Source: an optimization exercise on an open RTL-to-GDS flow (aim: small area). Production flows keep margins and buffers that such runs may drop. Only simulation tests tie the RTL to the original design; equivalence was not proved.

## P
==> flow/design.v <==
package wishbone_pkg;
  typedef enum logic {
    IDLE = 1'b0,
    BUSY = 1'b1
  } mst_state_e;
  localparam logic [1:0] SLV0_SEL   = 2'b10;
  localparam logic [1:0] SLV1_SEL   = 2'b11;
  localparam int         SLV_DEPTH  = 16;
  localparam int         DEF_DATA_W = 64;
  localparam int         DEF_ADR_W  = 8;
endpackage
module wb_slave_regfile
#(
  parameter int DATA_W = wishbone_pkg::DEF_DATA_W,
  parameter int DEPTH  = 3
) (
  input  logic              clk,
  input  logic              wr,
  input  logic              wrn,
  input  logic [DATA_W-1:0] wdat,
  output logic [DATA_W-1:0] tap
);
  logic [DEPTH-1:0][DATA_W-1:0] slot_q;
  always_ff @(posedge clk) begin
    slot_q[0] <= ({DATA_W{wr}} & wdat) | ({DATA_W{wrn}} & slot_q[DEPTH-1]);
    for (int i = 1; i < DEPTH; i++) slot_q[i] <= slot_q[i-1];
  end
  assign tap = slot_q[0];
endmodule
module wb_onehot_mux
#(
  parameter int DATA_W = wishbone_pkg::DEF_DATA_W,
  parameter int N      = 3
) (
  input  logic [N-1:0]             sel,
  input  logic [N*DATA_W-1:0]      d,
  output logic [DATA_W-1:0]        y
);
  always_comb begin
    y = '0;
    for (int i = 0; i < N; i++) y = y | ({DATA_W{sel[i]}} & d[i * DATA_W +: DATA_W]);
  end
endmodule
module wb_aoi222 (
  input  logic [2:0] a,
  input  logic [2:0] b,
  output logic       y
);
  assign y = ~|(a & b);
endmodule
module wb_or_join (
  input  logic [3:0] n,
  input  logic       a,
  input  logic       b,
  output logic       y
);
  assign y = ~&n | (a & b);
endmodule
module wb_onehot_mux13
#(
  parameter int DATA_W = wishbone_pkg::DEF_DATA_W
) (
  input  logic [12:0]          sel,
  input  logic [13*DATA_W-1:0] d,
  output logic [DATA_W-1:0]    y
);
  for (genvar i = 0; i < DATA_W; i++) begin : g_bit
    logic [12:0] di;
    logic [3:0]  n;
    for (genvar j = 0; j < 13; j++) begin : g_d
      assign di[j] = d[j * DATA_W + i];
    end
    for (genvar g = 0; g < 4; g++) begin : g_grp
      wb_aoi222 u_aoi (
        .a (sel[3 * g +: 3]),
        .b (di[3 * g +: 3]),
        .y (n[g])
      );
    end
    wb_or_join u_join (
      .n (n),
      .a (sel[12]),
      .b (di[12]),
      .y (y[i])
    );
  end
endmodule
module wb_locate
#(
  parameter int NB = 11
) (
  input  logic [4:0]    a,
  output logic [NB-1:0] bank,
  output logic [1:0]    k
);
  always_comb begin
    bank = '0;
    if (a[1:0] != 2'd3) begin
      bank[a[4:2]] = 1'b1;
      k            = a[1:0];
    end else begin
      case (a[4:2])
        3'd0, 3'd1, 3'd2: bank[8]  = 1'b1;
        3'd3, 3'd4, 3'd5: bank[9]  = 1'b1;
        default:          bank[10] = 1'b1;
      endcase
      case (a[4:2])
        3'd0, 3'd3, 3'd6: k = 2'd0;
        3'd1, 3'd4, 3'd7: k = 2'd1;
        default:          k = 2'd2;
      endcase
    end
  end
endmodule
module wb_where (
  input  logic [1:0] k,
  input  logic       two,
  input  logic [1:0] ph3,
  input  logic       ph2,
  output logic       at0,
  output logic       atl
);
  logic [1:0] s3;
  always_comb begin
    case ({k, ph3})
      4'b00_00, 4'b01_10, 4'b10_01: s3 = 2'd0;
      4'b00_01, 4'b01_00, 4'b10_10: s3 = 2'd1;
      default:                      s3 = 2'd2;
    endcase
    if (two) begin
      at0  = (k[0] == ph2);
      atl  = (k[0] != ph2);
    end else begin
      at0  = (s3 == 2'd0);
      atl  = (s3 == 2'd2);
    end
  end
endmodule
module wishbone_intercon
#(
  parameter int DATA_W = wishbone_pkg::DEF_DATA_W,
  parameter int ADR_W  = wishbone_pkg::DEF_ADR_W
) (
  input  logic              CLK_I,
  input  logic              RST_I,
  input  logic [DATA_W-1:0] DATA_INPUT,
  input  logic [ADR_W-1:0]  ADR_INPUT,
  input  logic              WE_INPUT,
  input  logic              SMP,
  output logic [DATA_W-1:0] DATA_OUTPUT
);
  localparam int NW  = 2 * wishbone_pkg::SLV_DEPTH;   
  localparam int NB3 = NW / 3;                         
  localparam int NB  = NB3 + 1;                        
  logic              b1_q, b2_q;
  logic              we_q, map_q;
  logic [4:0]        wa_q;             
  logic              pend_q;           
  logic [1:0]        ph3_q;            
  logic              ph2_q;            
  logic [NB-1:0]     wr;               
  logic [NB-1:0]     wrn;              
  logic [1:0]        clr_q;            
  logic [DATA_W-1:0] x_q;              
  logic [DATA_W-1:0] dout_q;
  logic              accept;
  logic [4:0]        ia, wa_d;
  logic              pend_d;
  logic [1:0]        ph3_d;
  logic              ph2_d;
  assign accept = ~b1_q & ~b2_q & (WE_INPUT | SMP);
  assign ia     = {ADR_INPUT[6], ADR_INPUT[3:0]};
  assign wa_d   = accept ? ia : wa_q;
  assign pend_d = (accept & WE_INPUT & ADR_INPUT[7]) | (pend_q & ~|wr);
  assign ph3_d  = (ph3_q == 2'd2) ? 2'd0 : ph3_q + 2'd1;
  assign ph2_d  = ~ph2_q;
  logic [NB-1:0] bank_i, bank_a;
  logic [1:0]    k_i, k_a;
  wb_locate #(.NB(NB)) u_loc_i (.a (ia),   .bank (bank_i), .k (k_i));
  wb_locate #(.NB(NB)) u_loc_a (.a (wa_q), .bank (bank_a), .k (k_a));
  logic at0_a, at0_i, atl_a, atl_i;
  wb_where u_where_i (.k (k_i), .two (bank_i[NB3]), .ph3 (ph3_q), .ph2 (ph2_q),
                      .at0 (at0_i), .atl (atl_i));
  wb_where u_where_a (.k (k_a), .two (bank_a[NB3]), .ph3 (ph3_q), .ph2 (ph2_q),
                      .at0 (at0_a), .atl (atl_a));
  logic acc_rd, busy_rd;
  assign acc_rd  = accept & ~WE_INPUT & ADR_INPUT[7];
  assign busy_rd = (b1_q | b2_q) & ~we_q & map_q;
  logic first_n;
  assign first_n = (clr_q != 2'd3);
  assign wrn = ~wr & {NB{clr_q == 2'd0}};
  logic [NB-1:0]             tsel;
  logic [NB*DATA_W-1:0]      tap;
  for (genvar b = 0; b < NB; b++) begin : g_bank
    localparam int N = (b < NB3) ? 3 : 2;
    assign tsel[b] = (acc_rd & first_n & at0_i & bank_i[b]) | (busy_rd & at0_a & bank_a[b]);
    assign wr[b]   = pend_q & atl_a & bank_a[b];
    wb_slave_regfile #(.DATA_W(DATA_W), .DEPTH(N)) u_bank (
      .clk  (CLK_I),
      .wr   (wr[b]),
      .wrn  (wrn[b]),
      .wdat (x_q),
      .tap  (tap[b * DATA_W +: DATA_W])
    );
  end
  logic x_in, x_cap, x_keep;
  assign x_in   = accept & WE_INPUT;
  assign x_cap  = (accept & ~WE_INPUT & at0_i) | (b1_q & ~we_q & at0_a) |
                  (b2_q & ~we_q & (~map_q | at0_a));
  assign x_keep = ~x_in & ~x_cap;
  logic [DATA_W-1:0] x_d, dout_d;
  wb_onehot_mux13 #(.DATA_W(DATA_W)) u_xmux (
    .sel ({x_keep, x_in, tsel}),
    .d   ({x_q, DATA_INPUT, tap}),
    .y   (x_d)
  );
  logic o_ld, o_keep;
  assign o_ld   = b2_q & ~we_q;
  assign o_keep = ~o_ld;
  wb_onehot_mux #(.DATA_W(DATA_W), .N(2)) u_omux (
    .sel ({o_ld, o_keep}),
    .d   ({x_d, dout_q}),
    .y   (dout_d)
  );
  always_ff @(posedge CLK_I) begin
    x_q <= x_d;
  end
  always_ff @(posedge CLK_I or posedge RST_I) begin
    if (RST_I) begin
      b1_q   <= 1'b0;
      b2_q   <= 1'b0;
      we_q   <= 1'b0;
      map_q  <= 1'b0;
      wa_q   <= '0;
      pend_q <= 1'b0;
      ph3_q  <= '0;
      ph2_q  <= 1'b0;
      clr_q  <= 2'd3;
      dout_q <= '0;
    end else begin
      b1_q   <= accept;
      b2_q   <= b1_q;
      ph3_q  <= ph3_d;
      ph2_q  <= ph2_d;
      pend_q <= pend_d;
      wa_q   <= wa_d;
      clr_q  <= clr_q - {1'b0, clr_q != 2'd0};
      if (accept) begin
        we_q  <= WE_INPUT;
        map_q <= ADR_INPUT[7];
      end
      dout_q <= dout_d;
    end
  end
  assign DATA_OUTPUT = dout_q;
endmodule
clock: 5.0 ns
lec_check: 0
cap_margin: 0
core_margin: 2
core_utilization: 62
cts_buf_list: sky130_fd_sc_hd__clkbuf_8
cts_cluster_diameter: 50
cts_cluster_size: 20
place_density: 0.75
slew_margin: 0
synth_hierarchical: 1
synth_minimum_keep_size: 0
standard.sh (not shown) runs the stock make flow with config.mk's settings and CLKGATE_MAP_FILE= SYNTH_SCRIPT=/design/flow/synth_recipe.tcl, a recipe that flattens the netlist after the stock synthesis.
==> flow/flow/run.sh <==
#!/bin/bash
# Standard ORFS layout (the standard.sh, unchanged synthesis) with two
# changes passed to ORFS's own scripts through their environment variables:
#  - CTS: clkbuf_8 clock buffers, clusters of up to 20 sinks, no dummy loads;
#  - port buffers: buf_1 instead of the default buffer cell.
# make's full output goes to flow_make.log; each ORFS step keeps its own log
# under orfs/logs/.
set -euo pipefail
export CTS_ARGS="-sink_clustering_enable -repair_clock_nets -buf_list sky130_fd_sc_hd__clkbuf_8 -sink_clustering_size 20 -sink_clustering_max_diameter 50 -dont_use_dummy_load"
export BUFFER_PORTS_ARGS="-buffer_cell sky130_fd_sc_hd__buf_1"
bash standard.sh > flow_make.log 2>&1
P finished end to end and its layout was clean on timing, DRC and antenna.
### P -> Q
Settings: swapping 0 for 20 in CAP_MARGIN; swapping 0 for 20 in SLEW_MARGIN.
### Flow results
Diff P -> Q: final non-filler cell total roughly the same; fmax roughly the same. Between Q and P, the difference in CTS clock-pin slew for the worst setup and hold paths is negligible. Post-cts sizing count came out exactly the same in Q and P.

separate check: timing with driven ports:
The results above use ideal ports. As a check the final layouts listed here were re-extracted and re-timed, cells and wires unchanged. Step 1 assumes that a clkbuf_16 drives the clock port and a buf_2 every other input. Step 2 times the ports against the registers' clock, not the clock port: input delays grow and output delays shrink by t, the midpoint of the rising clock arrivals with the driver on. a / b / c = no drivers / after step 1 / after step 2; a / b = the first two.
| run | t (ns) | setup slack, ns | clock arrival spread, ns |
|---|---|---|---|
| P | 0.875 | 0.898 / 0.898 / 0.175 | 0.129 / 0.129 |
| Q | 0.875 | 0.898 / 0.898 / 0.175 | 0.129 / 0.129 |
After both steps setup and hold are still met in every run listed.
